This design comes from an exercise in tuning for small area on the open sky130 flow, not from production work. The RTL was checked by simulation tests, not by an equivalence proof against the original design. No activity file was given, so power comes from the tool's default toggle rates.

==> 05-01 <==
## msg_char_streamer
module msg_char_streamer (
  input  wire logic                   clk,
  input  wire logic                   reset,
  input  wire logic                   load_valid,
  output      logic                   load_ready,
  input  wire logic [msg_char_streamer_pkg::MSG_WIDTH-1:0]   load_msg,
  input  wire logic [msg_char_streamer_pkg::LEN_WIDTH-1:0]   load_length,
  input  wire logic [1:0]             load_label,
  output      logic                   char_valid,
  input  wire logic                   char_ready,
  output      logic [msg_char_streamer_pkg::CHAR_LENGTH-1:0] char_data,
  output      logic [msg_char_streamer_pkg::LEN_WIDTH-1:0]   char_index,
  output      logic                   char_first,
  output      logic                   char_last,
  output      logic [1:0]             char_label,
  output      logic                   done,
  output      logic [msg_char_streamer_pkg::LEN_WIDTH-1:0]   done_count,
  output      logic                   busy
);
==> module msg_shift_buffer, before the edit <==
module msg_shift_buffer #(
  parameter int NCHAR = 160,
  parameter int CHAR  = 8,
  parameter int NHI   = (NCHAR + 15) / 16
) (
  input  wire logic                  clk,
  input  wire logic                  i_load,
  input  wire logic [NCHAR*CHAR-1:0] i_data,
  input  wire logic [15:0]           i_lo_n,
  input  wire logic [NHI-1:0]        i_hi_n,
  output logic      [CHAR-1:0]       o_char
);
  logic [(NCHAR-1)*CHAR-1:0] r_buf;
  always_ff @(posedge clk) begin
    if (i_load) begin
      r_buf <= i_data[(NCHAR-1)*CHAR-1:0];
    end
  end
  logic [NCHAR-2:0] w_sel;
  msg_rd_dec #(.NCHAR(NCHAR), .NHI(NHI)) u_dec (
    .i_lo_n (i_lo_n),
    .i_hi_n (i_hi_n),
    .o_sel  (w_sel)
  );
  for (genvar b = 0; b < CHAR; b++) begin : g_bit
    logic [NCHAR-2:0] w_col;
    for (genvar k = 0; k < NCHAR - 1; k++) begin : g_col
      assign w_col[k] = r_buf[CHAR*(NCHAR-2-k) + b];
    end
    msg_rd_bit #(.N(NCHAR-1)) u_bit (
      .i_sel  (w_sel),
      .i_data (w_col),
      .o_bit  (o_char[b])
    );
  end
endmodule
==> module msg_rd_dec, before the edit <==
module msg_rd_dec #(
  parameter int NCHAR = 160,
  parameter int NHI   = 10
) (
  input  wire logic [15:0]      i_lo_n,
  input  wire logic [NHI-1:0]   i_hi_n,
  output logic      [NCHAR-2:0] o_sel
);
  for (genvar i = 1; i < NCHAR; i++) begin : g_sel
    if (i % 16 == 0) begin : g_wrap
      assign o_sel[i-1] = ~(i_lo_n[15] | i_hi_n[i/16 - 1]);
    end else begin : g_in
      assign o_sel[i-1] = ~(i_lo_n[i%16 - 1] | i_hi_n[i/16]);
    end
  end
endmodule
==> module msg_rd_bit, before the edit <==
module msg_rd_bit #(
  parameter int N = 159
) (
  input  wire logic [N-1:0] i_sel,
  input  wire logic [N-1:0] i_data,
  output logic              o_bit
);
  localparam int NG = (N + 2) / 3;
  logic [NG-1:0] w_grp_n;
  for (genvar g = 0; g < N / 3; g++) begin : g_grp
    msg_rd_aoi3 u_aoi (
      .i_sel  (i_sel [3*g +: 3]),
      .i_data (i_data[3*g +: 3]),
      .o_n    (w_grp_n[g])
    );
  end
  if (N % 3 != 0) begin : g_rest
    assign w_grp_n[NG-1] = ~|(i_sel[N-1:3*(N/3)] & i_data[N-1:3*(N/3)]);
  end
  assign o_bit = ~&w_grp_n;
endmodule
==> module msg_char_streamer, before the edit <==
module msg_char_streamer (
  input  wire logic                   clk,
  input  wire logic                   reset,
  input  wire logic                   load_valid,
  output      logic                   load_ready,
  input  wire logic [msg_char_streamer_pkg::MSG_WIDTH-1:0]   load_msg,
  input  wire logic [msg_char_streamer_pkg::LEN_WIDTH-1:0]   load_length,
  input  wire logic [1:0]             load_label,
  output      logic                   char_valid,
  input  wire logic                   char_ready,
  output      logic [msg_char_streamer_pkg::CHAR_LENGTH-1:0] char_data,
  output      logic [msg_char_streamer_pkg::LEN_WIDTH-1:0]   char_index,
  output      logic                   char_first,
  output      logic                   char_last,
  output      logic [1:0]             char_label,
  output      logic                   done,
  output      logic [msg_char_streamer_pkg::LEN_WIDTH-1:0]   done_count,
  output      logic                   busy
);
  logic                   r_ready;
  logic                   r_valid;
  logic                   r_done;
  logic [msg_char_streamer_pkg::LEN_WIDTH-1:0]   r_index;
  logic [15:0]            r_lo_n;      
  logic [9:0]             r_hi_n;      
  logic [msg_char_streamer_pkg::CHAR_LENGTH-1:0] r_data;      
  logic [msg_char_streamer_pkg::LEN_WIDTH-1:0]   r_len;
  logic [1:0]             r_label;
  logic                   w_load_fire;
  logic                   w_char_fire;
  logic                   w_last;
  logic                   w_len_zero;
  logic [msg_char_streamer_pkg::CHAR_LENGTH-1:0] w_next_char;
  logic [msg_char_streamer_pkg::LEN_WIDTH-1:0]   w_index_inc;
  assign w_load_fire = r_ready && load_valid;
  assign w_char_fire = r_valid && char_ready;
  assign w_len_zero  = (load_length == '0);
  assign w_index_inc = r_index + msg_char_streamer_pkg::LEN_WIDTH'(1);
  assign w_last      = (w_index_inc == r_len);
  always_ff @(posedge clk or negedge reset) begin
    if (!reset) begin
      r_ready <= 1'b0;
      r_valid <= 1'b0;
      r_done  <= 1'b0;
    end else begin
      r_ready <= r_done || (!r_valid && !r_done && !w_load_fire);
      r_valid <= (w_load_fire && !w_len_zero) || (r_valid && !(char_ready && w_last));
      r_done  <= (w_load_fire && w_len_zero) || (w_char_fire && w_last);
    end
  end
  always_ff @(posedge clk) begin
    if (r_ready) begin
      r_len    <= msg_char_streamer_pkg::clamp_len(load_length);
      r_label  <= load_label;
      r_index  <= '0;
      r_lo_n   <= ~16'd1;
      r_hi_n   <= ~10'd1;
      r_data   <= load_msg[msg_char_streamer_pkg::MSG_WIDTH-1 -: msg_char_streamer_pkg::CHAR_LENGTH];
    end else if (w_char_fire) begin
      r_index  <= w_index_inc;
      r_lo_n   <= {r_lo_n[14:0], r_lo_n[15]};
      if (!r_lo_n[15]) r_hi_n <= {r_hi_n[8:0], r_hi_n[9]};
      r_data   <= w_next_char;
    end
  end
  msg_shift_buffer #(
    .NCHAR (msg_char_streamer_pkg::MESSAGE_LENGTH),
    .CHAR  (msg_char_streamer_pkg::CHAR_LENGTH)
  ) u_shift_buffer (
    .clk     (clk),
    .i_load  (r_ready),
    .i_data  (load_msg),
    .i_lo_n  (r_lo_n),
    .i_hi_n  (r_hi_n),
    .o_char  (w_next_char)
  );
  assign load_ready = r_ready;
  assign char_valid = r_valid;
  assign char_data  = r_data;
  assign char_index = r_index;
  assign char_first = !(r_lo_n[0] || r_hi_n[0]);
  assign char_last  = w_last;
  assign char_label = r_label;
  assign done       = r_done;
  assign done_count = r_len;
  assign busy       = r_valid || r_done;
endmodule
clock: 4.0 ns
lec_check: 0
cap_margin: 20
core_area: 2 2 378 378
die_area: 0 0 380 380
setup_slack_margin: 0.1
slew_margin: 20
synth_hierarchical: 1
standard.sh (not shown) runs the stock make flow with config.mk's settings and CLKGATE_MAP_FILE= SYNTH_SCRIPT=/design/flow/synth_recipe.tcl, a recipe that flattens the netlist after the stock synthesis.
==> flow/flow/run.sh <==
#!/bin/bash
# Standard ORFS layout with two changes:
#  - the port buffers use the smallest buffer (buf_1) instead of the
#    resizer's default choice;
#  - clock tree synthesis clusters up to 30 sinks per leaf buffer and adds
#    no dummy loads.
set -euo pipefail
bash standard.sh \
  'BUFFER_PORTS_ARGS=-buffer_cell sky130_fd_sc_hd__buf_1' \
  'CTS_ARGS=-sink_clustering_enable -repair_clock_nets -dont_use_dummy_load -sink_clustering_size 30 -sink_clustering_max_diameter 100' \
  finish > standard_flow.log 2>&1
==> 02-19 (differences from 05-01) <==
--- a/flow/design.v
+++ b/flow/design.v
@@ -19,4 +19,3 @@
   parameter int NCHAR = 160,
-  parameter int CHAR  = 8,
-  parameter int NHI   = (NCHAR + 15) / 16
+  parameter int CHAR  = 8
 ) (
@@ -25,4 +24,3 @@
   input  wire logic [NCHAR*CHAR-1:0] i_data,
-  input  wire logic [15:0]           i_lo_n,
-  input  wire logic [NHI-1:0]        i_hi_n,
+  input  wire logic [7:0]            i_index,
   output logic      [CHAR-1:0]       o_char
@@ -36,6 +34,5 @@
   logic [NCHAR-2:0] w_sel;
-  msg_rd_dec #(.NCHAR(NCHAR), .NHI(NHI)) u_dec (
-    .i_lo_n (i_lo_n),
-    .i_hi_n (i_hi_n),
-    .o_sel  (w_sel)
+  msg_rd_dec #(.NCHAR(NCHAR)) u_dec (
+    .i_index (i_index),
+    .o_sel   (w_sel)
   );
@@ -46,3 +43,3 @@
     end
-    msg_rd_bit #(.N(NCHAR-1)) u_bit (
+    msg_rd_bit #(.NCHAR(NCHAR-1)) u_bit (
       .i_sel  (w_sel),
@@ -54,27 +51,43 @@
 module msg_rd_dec #(
-  parameter int NCHAR = 160,
-  parameter int NHI   = 10
+  parameter int NCHAR = 160
 ) (
-  input  wire logic [15:0]      i_lo_n,
-  input  wire logic [NHI-1:0]   i_hi_n,
+  input  wire logic [7:0]       i_index,
   output logic      [NCHAR-2:0] o_sel
 );
-  for (genvar i = 1; i < NCHAR; i++) begin : g_sel
-    if (i % 16 == 0) begin : g_wrap
-      assign o_sel[i-1] = ~(i_lo_n[15] | i_hi_n[i/16 - 1]);
-    end else begin : g_in
-      assign o_sel[i-1] = ~(i_lo_n[i%16 - 1] | i_hi_n[i/16]);
-    end
+  localparam int NHI = (NCHAR - 2) / 16 + 1;
+  logic [15:0]    w_lo_n;
+  logic [NHI-1:0] w_hi_n;
+  msg_rd_predec #(.N(16))  u_lo (.i_val(i_index[3:0]), .o_hot_n(w_lo_n));
+  msg_rd_predec #(.N(NHI)) u_hi (.i_val(i_index[7:4]), .o_hot_n(w_hi_n));
+  for (genvar k = 0; k < NCHAR - 1; k++) begin : g_sel
+    msg_rd_nor2 u_sel (.i_a(w_lo_n[k % 16]), .i_b(w_hi_n[k / 16]), .o_y(o_sel[k]));
   end
 endmodule
+module msg_rd_predec #(
+  parameter int N = 16
+) (
+  input  wire logic [3:0]   i_val,
+  output logic      [N-1:0] o_hot_n
+);
+  for (genvar j = 0; j < N; j++) begin : g_hot
+    assign o_hot_n[j] = (i_val != 4'(j));
+  end
+endmodule
+module msg_rd_nor2 (
+  input  wire logic i_a,
+  input  wire logic i_b,
+  output logic      o_y
+);
+  assign o_y = ~(i_a | i_b);
+endmodule
 module msg_rd_bit #(
-  parameter int N = 159
+  parameter int NCHAR = 160
 ) (
-  input  wire logic [N-1:0] i_sel,
-  input  wire logic [N-1:0] i_data,
-  output logic              o_bit
+  input  wire logic [NCHAR-1:0] i_sel,
+  input  wire logic [NCHAR-1:0] i_data,
+  output logic                  o_bit
 );
-  localparam int NG = (N + 2) / 3;
+  localparam int NG = (NCHAR + 2) / 3;
   logic [NG-1:0] w_grp_n;
-  for (genvar g = 0; g < N / 3; g++) begin : g_grp
+  for (genvar g = 0; g < NCHAR / 3; g++) begin : g_grp
     msg_rd_aoi3 u_aoi (
@@ -85,4 +98,4 @@
   end
-  if (N % 3 != 0) begin : g_rest
-    assign w_grp_n[NG-1] = ~|(i_sel[N-1:3*(N/3)] & i_data[N-1:3*(N/3)]);
+  if (NCHAR % 3 != 0) begin : g_rest
+    assign w_grp_n[NG-1] = ~|(i_sel[NCHAR-1:3*(NCHAR/3)] & i_data[NCHAR-1:3*(NCHAR/3)]);
   end
@@ -123,4 +136,2 @@
   logic [msg_char_streamer_pkg::LEN_WIDTH-1:0]   r_index;
-  logic [15:0]            r_lo_n;      
-  logic [9:0]             r_hi_n;      
   logic [msg_char_streamer_pkg::CHAR_LENGTH-1:0] r_data;      
@@ -155,4 +166,2 @@
       r_index  <= '0;
-      r_lo_n   <= ~16'd1;
-      r_hi_n   <= ~10'd1;
       r_data   <= load_msg[msg_char_streamer_pkg::MSG_WIDTH-1 -: msg_char_streamer_pkg::CHAR_LENGTH];
@@ -160,4 +169,2 @@
       r_index  <= w_index_inc;
-      r_lo_n   <= {r_lo_n[14:0], r_lo_n[15]};
-      if (!r_lo_n[15]) r_hi_n <= {r_hi_n[8:0], r_hi_n[9]};
       r_data   <= w_next_char;
@@ -172,4 +179,3 @@
     .i_data  (load_msg),
-    .i_lo_n  (r_lo_n),
-    .i_hi_n  (r_hi_n),
+    .i_index (r_index),
     .o_char  (w_next_char)
@@ -180,3 +186,3 @@
   assign char_index = r_index;
-  assign char_first = !(r_lo_n[0] || r_hi_n[0]);
+  assign char_first = (r_index == '0);
   assign char_last  = w_last;
==> 02-27 (differences from 05-01) <==
--- a/flow/design.v
+++ b/flow/design.v
@@ -19,4 +19,3 @@
   parameter int NCHAR = 160,
-  parameter int CHAR  = 8,
-  parameter int NHI   = (NCHAR + 15) / 16
+  parameter int CHAR  = 8
 ) (
@@ -25,24 +24,22 @@
   input  wire logic [NCHAR*CHAR-1:0] i_data,
-  input  wire logic [15:0]           i_lo_n,
-  input  wire logic [NHI-1:0]        i_hi_n,
+  input  wire logic [7:0]            i_index,
   output logic      [CHAR-1:0]       o_char
 );
-  logic [(NCHAR-1)*CHAR-1:0] r_buf;
+  logic [NCHAR*CHAR-1:0] r_buf;
   always_ff @(posedge clk) begin
     if (i_load) begin
-      r_buf <= i_data[(NCHAR-1)*CHAR-1:0];
+      r_buf <= i_data;
     end
   end
-  logic [NCHAR-2:0] w_sel;
-  msg_rd_dec #(.NCHAR(NCHAR), .NHI(NHI)) u_dec (
-    .i_lo_n (i_lo_n),
-    .i_hi_n (i_hi_n),
-    .o_sel  (w_sel)
+  logic [NCHAR-1:0] w_sel;
+  msg_rd_dec #(.NCHAR(NCHAR)) u_dec (
+    .i_index (i_index),
+    .o_sel   (w_sel)
   );
   for (genvar b = 0; b < CHAR; b++) begin : g_bit
-    logic [NCHAR-2:0] w_col;
-    for (genvar k = 0; k < NCHAR - 1; k++) begin : g_col
-      assign w_col[k] = r_buf[CHAR*(NCHAR-2-k) + b];
+    logic [NCHAR-1:0] w_col;
+    for (genvar i = 0; i < NCHAR; i++) begin : g_col
+      assign w_col[i] = r_buf[CHAR*(NCHAR-1-i) + b];
     end
-    msg_rd_bit #(.N(NCHAR-1)) u_bit (
+    msg_rd_bit #(.NCHAR(NCHAR)) u_bit (
       .i_sel  (w_sel),
@@ -54,15 +51,9 @@
 module msg_rd_dec #(
-  parameter int NCHAR = 160,
-  parameter int NHI   = 10
+  parameter int NCHAR = 160
 ) (
-  input  wire logic [15:0]      i_lo_n,
-  input  wire logic [NHI-1:0]   i_hi_n,
-  output logic      [NCHAR-2:0] o_sel
+  input  wire logic [7:0]       i_index,
+  output logic      [NCHAR-1:0] o_sel
 );
-  for (genvar i = 1; i < NCHAR; i++) begin : g_sel
-    if (i % 16 == 0) begin : g_wrap
-      assign o_sel[i-1] = ~(i_lo_n[15] | i_hi_n[i/16 - 1]);
-    end else begin : g_in
-      assign o_sel[i-1] = ~(i_lo_n[i%16 - 1] | i_hi_n[i/16]);
-    end
+  for (genvar i = 0; i < NCHAR; i++) begin : g_sel
+    assign o_sel[i] = (i_index == 8'(i));
   end
@@ -70,11 +61,11 @@
 module msg_rd_bit #(
-  parameter int N = 159
+  parameter int NCHAR = 160
 ) (
-  input  wire logic [N-1:0] i_sel,
-  input  wire logic [N-1:0] i_data,
-  output logic              o_bit
+  input  wire logic [NCHAR-1:0] i_sel,
+  input  wire logic [NCHAR-1:0] i_data,
+  output logic                  o_bit
 );
-  localparam int NG = (N + 2) / 3;
+  localparam int NG = (NCHAR + 2) / 3;
   logic [NG-1:0] w_grp_n;
-  for (genvar g = 0; g < N / 3; g++) begin : g_grp
+  for (genvar g = 0; g < NCHAR / 3; g++) begin : g_grp
     msg_rd_aoi3 u_aoi (
@@ -85,4 +76,4 @@
   end
-  if (N % 3 != 0) begin : g_rest
-    assign w_grp_n[NG-1] = ~|(i_sel[N-1:3*(N/3)] & i_data[N-1:3*(N/3)]);
+  if (NCHAR % 3 != 0) begin : g_rest
+    assign w_grp_n[NG-1] = ~|(i_sel[NCHAR-1:3*(NCHAR/3)] & i_data[NCHAR-1:3*(NCHAR/3)]);
   end
@@ -123,4 +114,3 @@
   logic [msg_char_streamer_pkg::LEN_WIDTH-1:0]   r_index;
-  logic [15:0]            r_lo_n;      
-  logic [9:0]             r_hi_n;      
+  logic [msg_char_streamer_pkg::LEN_WIDTH-1:0]   r_nindex;    
   logic [msg_char_streamer_pkg::CHAR_LENGTH-1:0] r_data;      
@@ -133,3 +123,2 @@
   logic [msg_char_streamer_pkg::CHAR_LENGTH-1:0] w_next_char;
-  logic [msg_char_streamer_pkg::LEN_WIDTH-1:0]   w_index_inc;
   assign w_load_fire = r_ready && load_valid;
@@ -137,4 +126,3 @@
   assign w_len_zero  = (load_length == '0);
-  assign w_index_inc = r_index + msg_char_streamer_pkg::LEN_WIDTH'(1);
-  assign w_last      = (w_index_inc == r_len);
+  assign w_last      = (r_nindex == r_len);
   always_ff @(posedge clk or negedge reset) begin
@@ -155,9 +143,7 @@
       r_index  <= '0;
-      r_lo_n   <= ~16'd1;
-      r_hi_n   <= ~10'd1;
+      r_nindex <= msg_char_streamer_pkg::LEN_WIDTH'(1);
       r_data   <= load_msg[msg_char_streamer_pkg::MSG_WIDTH-1 -: msg_char_streamer_pkg::CHAR_LENGTH];
     end else if (w_char_fire) begin
-      r_index  <= w_index_inc;
-      r_lo_n   <= {r_lo_n[14:0], r_lo_n[15]};
-      if (!r_lo_n[15]) r_hi_n <= {r_hi_n[8:0], r_hi_n[9]};
+      r_index  <= r_nindex;
+      r_nindex <= r_nindex + msg_char_streamer_pkg::LEN_WIDTH'(1);
       r_data   <= w_next_char;
@@ -172,4 +158,3 @@
     .i_data  (load_msg),
-    .i_lo_n  (r_lo_n),
-    .i_hi_n  (r_hi_n),
+    .i_index (r_nindex),
     .o_char  (w_next_char)
@@ -180,3 +165,3 @@
   assign char_index = r_index;
-  assign char_first = !(r_lo_n[0] || r_hi_n[0]);
+  assign char_first = (r_index == '0);
   assign char_last  = w_last;
==> flow/run.sh (new file) <==
#!/bin/bash
# synth_recipe.tcl (not shown) runs the flow's synth.tcl, then flattens the netlist and writes it again
# the make line also repeats each setting of config.mk as NAME=value (left out here)
make -C /OpenROAD-flow-scripts/flow DESIGN_CONFIG=/design/flow/config.mk WORK_HOME=/design/flow/orfs CLKGATE_MAP_FILE= SYNTH_SCRIPT=/design/flow/synth_recipe.tcl finish
SETUP_SLACK_MARGIN = not set   (was 0.1)
removed: flow/flow/run.sh
removed: flow/standard.sh
==> comparison table <==
| metric | 02-27 | 02-19 | 05-01 |
|---|---|---|---|
| Per-cell routed wire length | 36.93 um | 36.93 um | 37.93 um |
| Starting Density | 0.3311 | 0.3267 | 0.3335 |
| End of the worst hold path | - | u_shift_buffer.r_buf[30]$_DFFE_PP_ | u_shift_buffer.r_buf[825]$_DFFE_PP_ |
| Setup crit end | r_data[7]$_DFFE_PP_ | r_data[4]$_DFFE_PP_ | r_data[3]$_DFFE_PP_ |
| Async S/R FF share, synth | 0.002278 | 0.002306 | 0.002261 |
| Worst R2R Start | r_nindex[4]$_SDFFE_PP0P_ | r_index[2]$_SDFFE_PP0P_ | r_lo_n[5]$_SDFFE_PP1P_ |
| Xor and xnor area share after synthesis | 0.002837 | 0.002683 | 0.002817 |
| Fraction of the yosys area taken by sequential cells | 0.8503 | 0.8528 | 0.8467 |
| Count of placed standard cells in the final layout, fillers left out | 5822 | 5683 | 5648 |
| Total half-perimeter wirelength after legalization and detailed placement | 170300 um | 169400 um | 170400 um |
| Met3 Wirelength | 23640 um | 23830 um | 23190 um |
| Max frequency | 0.2469 GHz | 0.2571 GHz | 0.2605 GHz |
| Final Total Pwr | 35520 uW | 27070 uW | 33180 uW |
| Flip-flop count of the largest register after layout | 1280 | 1272 | 1272 |
| Area of the multi-input gates | 0.006927 mm^2 | 0.006999 mm^2 | 0.006897 mm^2 |
| Final worst-path cycle share | 1.013 | 0.9724 | 0.9596 |
| Status | complete, but fails checks | no timing/DRC/antenna violations | no timing/DRC/antenna violations |
| Reasons for failing layout checks | setup timing | - | - |
| Adder and majority gate portion of the synthesized area | 0.0002702 | 0.0005476 | 0.0002682 |
| Post-route worst hold slack | 0.2246 ns | 0.2471 ns | 0.2450 ns |
| Setup crit start | r_nindex[4]$_SDFFE_PP0P_ | r_index[2]$_SDFFE_PP0P_ | r_lo_n[5]$_SDFFE_PP1P_ |
| Critical Path Max Stage Delay | 1.01 ns | 0.93 ns | 0.78 ns |
| Master of the slowest instance on the critical path | sky130_fd_sc_hd__a222oi_1 | sky130_fd_sc_hd__a222oi_1 | sky130_fd_sc_hd__nor4_1 |
| Insertion delay of the later-clocked pin in the worst-skew pair | 0.78 ns | 0.71 ns | 0.71 ns |
| Layout Utilization | 0.4846 | 0.4069 | 0.4043 |
| Post-CTS Hold Buffers | 0 | 1 | 1 |
| Pin count of the biggest net entering global routing | 173 | 147 | 136 |
| Number of enable-type register cells in the synthesized netlist | 1298 | 1290 | 1290 |

## afterwards: timing with drivers on the ports
The flow's constraints put no driver on any port. The routed layouts listed below were extracted and timed again, unchanged, in two steps.
Step 1 sets driving cells, clkbuf_16 on the clock port and buf_2 on the other inputs (assumed; they add their load-dependent delay and slew).
Step 2 moves the port delays by t, midway between the first and last clock arrival at a register: inputs arrive t later, outputs are due t later. That takes back most of the time a late clock gives input paths.
Slacks: ideal / step 1 / step 2; pairs: ideal / step 1.
run | t (ns) | setup WS [ns] | worst setup path at the end
05-01 | 0.748 | 0.162 / 0.162 / 0.162 | register to register
02-19 | 0.750 | 0.110 / 0.110 / 0.110 | register to register
02-27 | 0.847 | -0.051 / -0.051 / -0.051 | register to register
